Source: an optimization exercise on an open RTL-to-GDS flow (aim: small area, a short achievable clock period and few clock cycles per item). Production flows keep margins and buffers that such runs may drop.
RTL that was checked went through simulation tests only; none was proved equivalent to the original.
Power figures rest on the tool's default switching activity, not on a simulated workload.

## lane 1
## conv_accumulator
module conv_accumulator #(
   parameter int IN_W   = 8,
   parameter int ACC_W  = 32,
   parameter int OUT_CH = 16,
   parameter int LEN_W  = 16
) (
   input  wire logic                    clk,
   input  wire logic                    rst,
   input  wire logic                    start,
   input  wire logic [LEN_W-1:0]        len,
   input  wire logic [OUT_CH*ACC_W-1:0] bias,
   input  wire logic [IN_W-1:0]         act_in,
   input  wire logic [OUT_CH*IN_W-1:0]  wgt_in,
   input  wire logic                    in_valid,
   output wire logic                    in_ready,
   output wire logic [OUT_CH*ACC_W-1:0] acc_out,
   output wire logic                    acc_valid,
   output wire logic                    busy,
   output wire logic                    sat_flag
);
Size: about 9,400 cells after synthesis, about 1,200 I/O pins, roughly 0.077 mm² of cells after synthesis.
clock: 9.0 ns
lec_check: 0
abc_area: 1
cap_margin: 20
core_margin: 2
core_utilization: 65
slew_margin: 20
standard.sh (not shown) runs the stock make flow with config.mk's settings and CLKGATE_MAP_FILE= SYNTH_SCRIPT=/design/flow/synth_recipe.tcl, a recipe that flattens the netlist after the stock synthesis.
==> flow/flow/run.sh <==
#!/bin/bash
# Layout flow: the standard flow (standard.sh: unchanged synthesis and
# steps) with these changes to how the layout is made:
#  * ports are buffered with sky130_fd_sc_hd__buf_1 instead of the default
#    pick, a delay buffer (clkdlybuf4s50_1) that is larger and slower;
#    timing repair still resizes them where needed;
#  * clock tree synthesis clusters up to 30 sinks per leaf buffer and adds no
#    dummy loads (fewer, fuller leaf buffers).
# Each tool's output is in orfs/logs/ (ORFS's own logs); what standard.sh
# prints goes to standard.log.
set -euo pipefail
here=$(pwd)
export BUFFER_PORTS_ARGS="-buffer_cell sky130_fd_sc_hd__buf_1"
export CTS_ARGS="-sink_clustering_enable -repair_clock_nets -dont_use_dummy_load -sink_clustering_size 30 -sink_clustering_max_diameter 100"
bash standard.sh SETUP_SLACK_MARGIN=6 finish > "$here/standard.log" 2>&1
Having completed the whole flow, lane 1 delivered a layout that passed the timing, DRC and antenna checks.
Testbench counts of lane 1, summed over its fixed seeds: cycles 18,820, beats 17,372.
Modified inputs, lane 2 compared to lane 1
# lane 1
export LEC_CHECK = 0
export ABC_AREA = 1
export CAP_MARGIN = 20
export CORE_MARGIN = 2
export CORE_UTILIZATION = 65
export SLEW_MARGIN = 20
create_clock -name core_clock -period 9.0 [get_ports {clk}]
# lane 2
export LEC_CHECK = 0
export ABC_AREA = 1
export CAP_MARGIN = 20
export CORE_MARGIN = 2
export CORE_UTILIZATION = 55
export SLEW_MARGIN = 20
create_clock -name core_clock -period 9.0 [get_ports {clk}]
==> flow/flow/run.sh <==
#!/bin/bash
set -euo pipefail
here=$(pwd)
export BUFFER_PORTS_ARGS="-buffer_cell sky130_fd_sc_hd__buf_1"
bash standard.sh SETUP_SLACK_MARGIN=6 finish > "$here/standard.log" 2>&1
### Flow results
- On worst slack on hold paths, lane 2 does worse than lane 1.
- Comparing lane 2 and lane 1, combinational fraction of design power is lower on lane 2.
- From lane 1 to lane 2 the numbers moved as follows: total CTS buffers grew by 170%; cell count after synthesis about even; total power +2.7 mW; clock-buffer cell count grew by 250%.
- Lane 2 and lane 1 ended up with nearly the same mux contribution to synthesized area.
- The run with more routed wire is lane 2, not lane 1.
- In lane 2, the flip-flop and latch share of the layout cell area came out 1.1 points below the value in lane 1.


Another version of the RTL of conv_accumulator (not shown whole).
Size: ~14000 cells after synthesis, ~1200 flip-flops, roughly 1200 I/O pins, about 86000 um^2 of cells after synthesis.
==> flow/design.v (excerpt) <==
module conv_accumulator #(
   parameter int IN_W   = 8,
   parameter int ACC_W  = 32,
   parameter int OUT_CH = 16,
   parameter int LEN_W  = 16
) (
   input  wire logic                    clk,
   input  wire logic                    rst,
   input  wire logic                    start,
   input  wire logic [LEN_W-1:0]        len,
   input  wire logic [OUT_CH*ACC_W-1:0] bias,
   input  wire logic [IN_W-1:0]         act_in,
   input  wire logic [OUT_CH*IN_W-1:0]  wgt_in,
   input  wire logic                    in_valid,
   output wire logic                    in_ready,
   output wire logic [OUT_CH*ACC_W-1:0] acc_out,
   output wire logic                    acc_valid,
   output wire logic                    busy,
   output wire logic                    sat_flag
);
   localparam int ND = IN_W / 2;       
   logic             accum_q;          
   logic [LEN_W-1:0] rem_q;            
  ...
Settings: LEC_CHECK=0, ABC_AREA=1, CAP_MARGIN=20, CORE_MARGIN=2, CORE_UTILIZATION=55, SETUP_SLACK_MARGIN=5, SLEW_MARGIN=20; clock period 9.0 ns.
==> flow/flow/run.sh <==
#!/bin/bash
# Layout flow: the standard flow (standard.sh: same synthesis script and
# steps) with two changes to how the layout is made:
#  * ports are buffered with sky130_fd_sc_hd__buf_1 instead of the default
#    pick, a delay buffer (clkdlybuf4s50_1) that is larger and slower;
#  * synthesis leaves full adders to ABC (ADDER_MAP_FILE empty) instead of
#    extracting them as fa/ha cells, which ABC cannot time through.
# Registers are unchanged. Each tool's output is in orfs/logs/ (ORFS's own
# logs); what standard.sh prints goes to standard.log.
set -euo pipefail
here=$(pwd)
export BUFFER_PORTS_ARGS="-buffer_cell sky130_fd_sc_hd__buf_1"
bash standard.sh ADDER_MAP_FILE= finish > "$here/standard.log" 2>&1
The first run ran to the end with no violations.
Then changed:
==> flow/flow/run.sh (replaced) <==
#!/bin/bash
# Layout flow: the standard flow (standard.sh: unchanged synthesis and
# steps) with one change to how the layout is made: ports are buffered with
# sky130_fd_sc_hd__buf_1 instead of the default pick, a delay buffer
# (clkdlybuf4s50_1) that is larger and slower; timing repair still resizes
# them where needed. Each tool's output is in orfs/logs/ (ORFS's own logs);
# what standard.sh prints goes to standard.log.
set -euo pipefail
here=$(pwd)
export BUFFER_PORTS_ARGS="-buffer_cell sky130_fd_sc_hd__buf_1"
bash standard.sh > "$here/standard.log" 2>&1
Result:
- final area came out lower by 7.1%
- combinational power came out higher by 22%
- utilization rose by 0.16 points
- wire length falls by 13%
- register-to-register slack loses 0.08 ns
Function was not checked in any run of this note: the RTL went through the layout flow alone.


oak:
Another version of the RTL of conv_accumulator (not shown whole).
For scale: roughly 1,200 flip-flops, ~1,200 I/O pins, roughly 0.077 mm² of cells after synthesis.
Settings: LEC_CHECK=0, ABC_AREA=1, CAP_MARGIN=20, CORE_MARGIN=2, CORE_UTILIZATION=65, SLEW_MARGIN=20; clock period 9.0 ns.
==> flow/flow/run.sh <==
#!/bin/bash
# Layout flow: the standard flow (standard.sh: unchanged synthesis and
# steps) with these changes to how the layout is made:
#  * ports are buffered with sky130_fd_sc_hd__buf_1 instead of the default
#    pick, a delay buffer (clkdlybuf4s50_1) that is larger and slower;
#    timing repair still resizes them where needed;
#  * clock tree synthesis clusters up to 22 sinks per leaf buffer and adds no
#    dummy loads (fewer, fuller leaf buffers).
# Each tool's output is in orfs/logs/ (ORFS's own logs); what standard.sh
# prints goes to standard.log.
set -euo pipefail
here=$(pwd)
export BUFFER_PORTS_ARGS="-buffer_cell sky130_fd_sc_hd__buf_1"
export CTS_ARGS="-sink_clustering_enable -repair_clock_nets -dont_use_dummy_load -sink_clustering_size 22 -sink_clustering_max_diameter 80"
bash standard.sh SETUP_SLACK_MARGIN=5.8 finish > "$here/standard.log" 2>&1
oak: flow completed, timing, DRC and antenna clean
Testbench counts of oak, summed over its fixed seeds: cycles 18,820, beats 17,372.
Relative to oak, the following input files were edited for pine:
--- a/flow/flow/run.sh
+++ b/flow/flow/run.sh
@@ -14,2 +14,2 @@
 export CTS_ARGS="-sink_clustering_enable -repair_clock_nets -dont_use_dummy_load -sink_clustering_size 22 -sink_clustering_max_diameter 80"
-bash standard.sh SETUP_SLACK_MARGIN=5.8 finish > "$here/standard.log" 2>&1
+bash standard.sh SETUP_SLACK_MARGIN=5.2 finish > "$here/standard.log" 2>&1
==> notes.md <==
Delta (pine minus oak): power density relative to cell area saw little to no change; overall routed net length rose by 2500 µm.
Compare oak and pine | sum of met3 wire segment lengths after detailed routing lower: oak
Edits applied to the flow inputs when going from pine to birch:
--- a/flow/flow/run.sh
+++ b/flow/flow/run.sh
@@ -14,2 +14,2 @@
 export CTS_ARGS="-sink_clustering_enable -repair_clock_nets -dont_use_dummy_load -sink_clustering_size 22 -sink_clustering_max_diameter 80"
-bash standard.sh SETUP_SLACK_MARGIN=5.2 finish > "$here/standard.log" 2>&1
+bash standard.sh SETUP_SLACK_MARGIN=6 finish > "$here/standard.log" 2>&1
## What came out
birch | status: complete | timing, DRC, antenna: pass
Going from pine to birch, post-DP HPWL shrinks by about 0.6%.
| met1 demand-to-capacity share in global routing | lower: pine |
The run showing the smaller average wire length per cell after detail routing is pine.
met2 wirelength from detailed routing grows by a few percent when moving from pine to birch.
Going from pine to birch, the relative contribution of combinational cells to total power was found to have gone up by 3.3 points.
Looking only at number of buffers added for setup after CTS, and setting everything else aside, the higher value of pine and birch goes to birch.
Core utilization delta for birch relative to pine: 6.3 points higher
Looking at first-pass GRT wire length, birch sits 3.1% above pine.

## afterwards: timing with drivers on the ports
Ports are ideal in the flow. The routed layouts listed here were re-timed in OpenROAD.
Step 1: set_driving_cell puts a clkbuf_16 on clk and a buf_2 on each other input, an assumption about the parent block.
Step 2 also shifts input and output timing later by t, the mid clock arrival at the registers, as if the neighbouring blocks saw the same clock.
Slacks: ideal ports / drivers / drivers and shift; pairs: ideal ports / drivers.
run | t (ns) | slack for setup (ns) | latest minus earliest clock arrival (ns)
lane 1 | 0.781 | 5.784 / 5.701 / 5.278 | 0.088 / 0.089
lane 2 | 0.875 | 5.690 / 5.596 / 5.061 | 0.025 / 0.025
the first run of note 2 | 0.877 | 5.127 / 5.127 / 5.127 | 0.043 / 0.043
the second run of note 2 | 0.873 | 5.049 / 5.049 / 5.049 | 0.033 / 0.033
oak | 0.763 | 5.760 / 5.675 / 5.420 | 0.060 / 0.060
pine | 0.758 | 5.436 / 5.347 / 5.357 | 0.064 / 0.064
birch | 0.774 | 5.815 / 5.724 / 5.403 | 0.062 / 0.062
After both steps every run listed still meets setup and hold. For lane 2, which loses most, drivers alone change the setup slack by -0.094 ns; drivers and shift together by -0.629 ns.
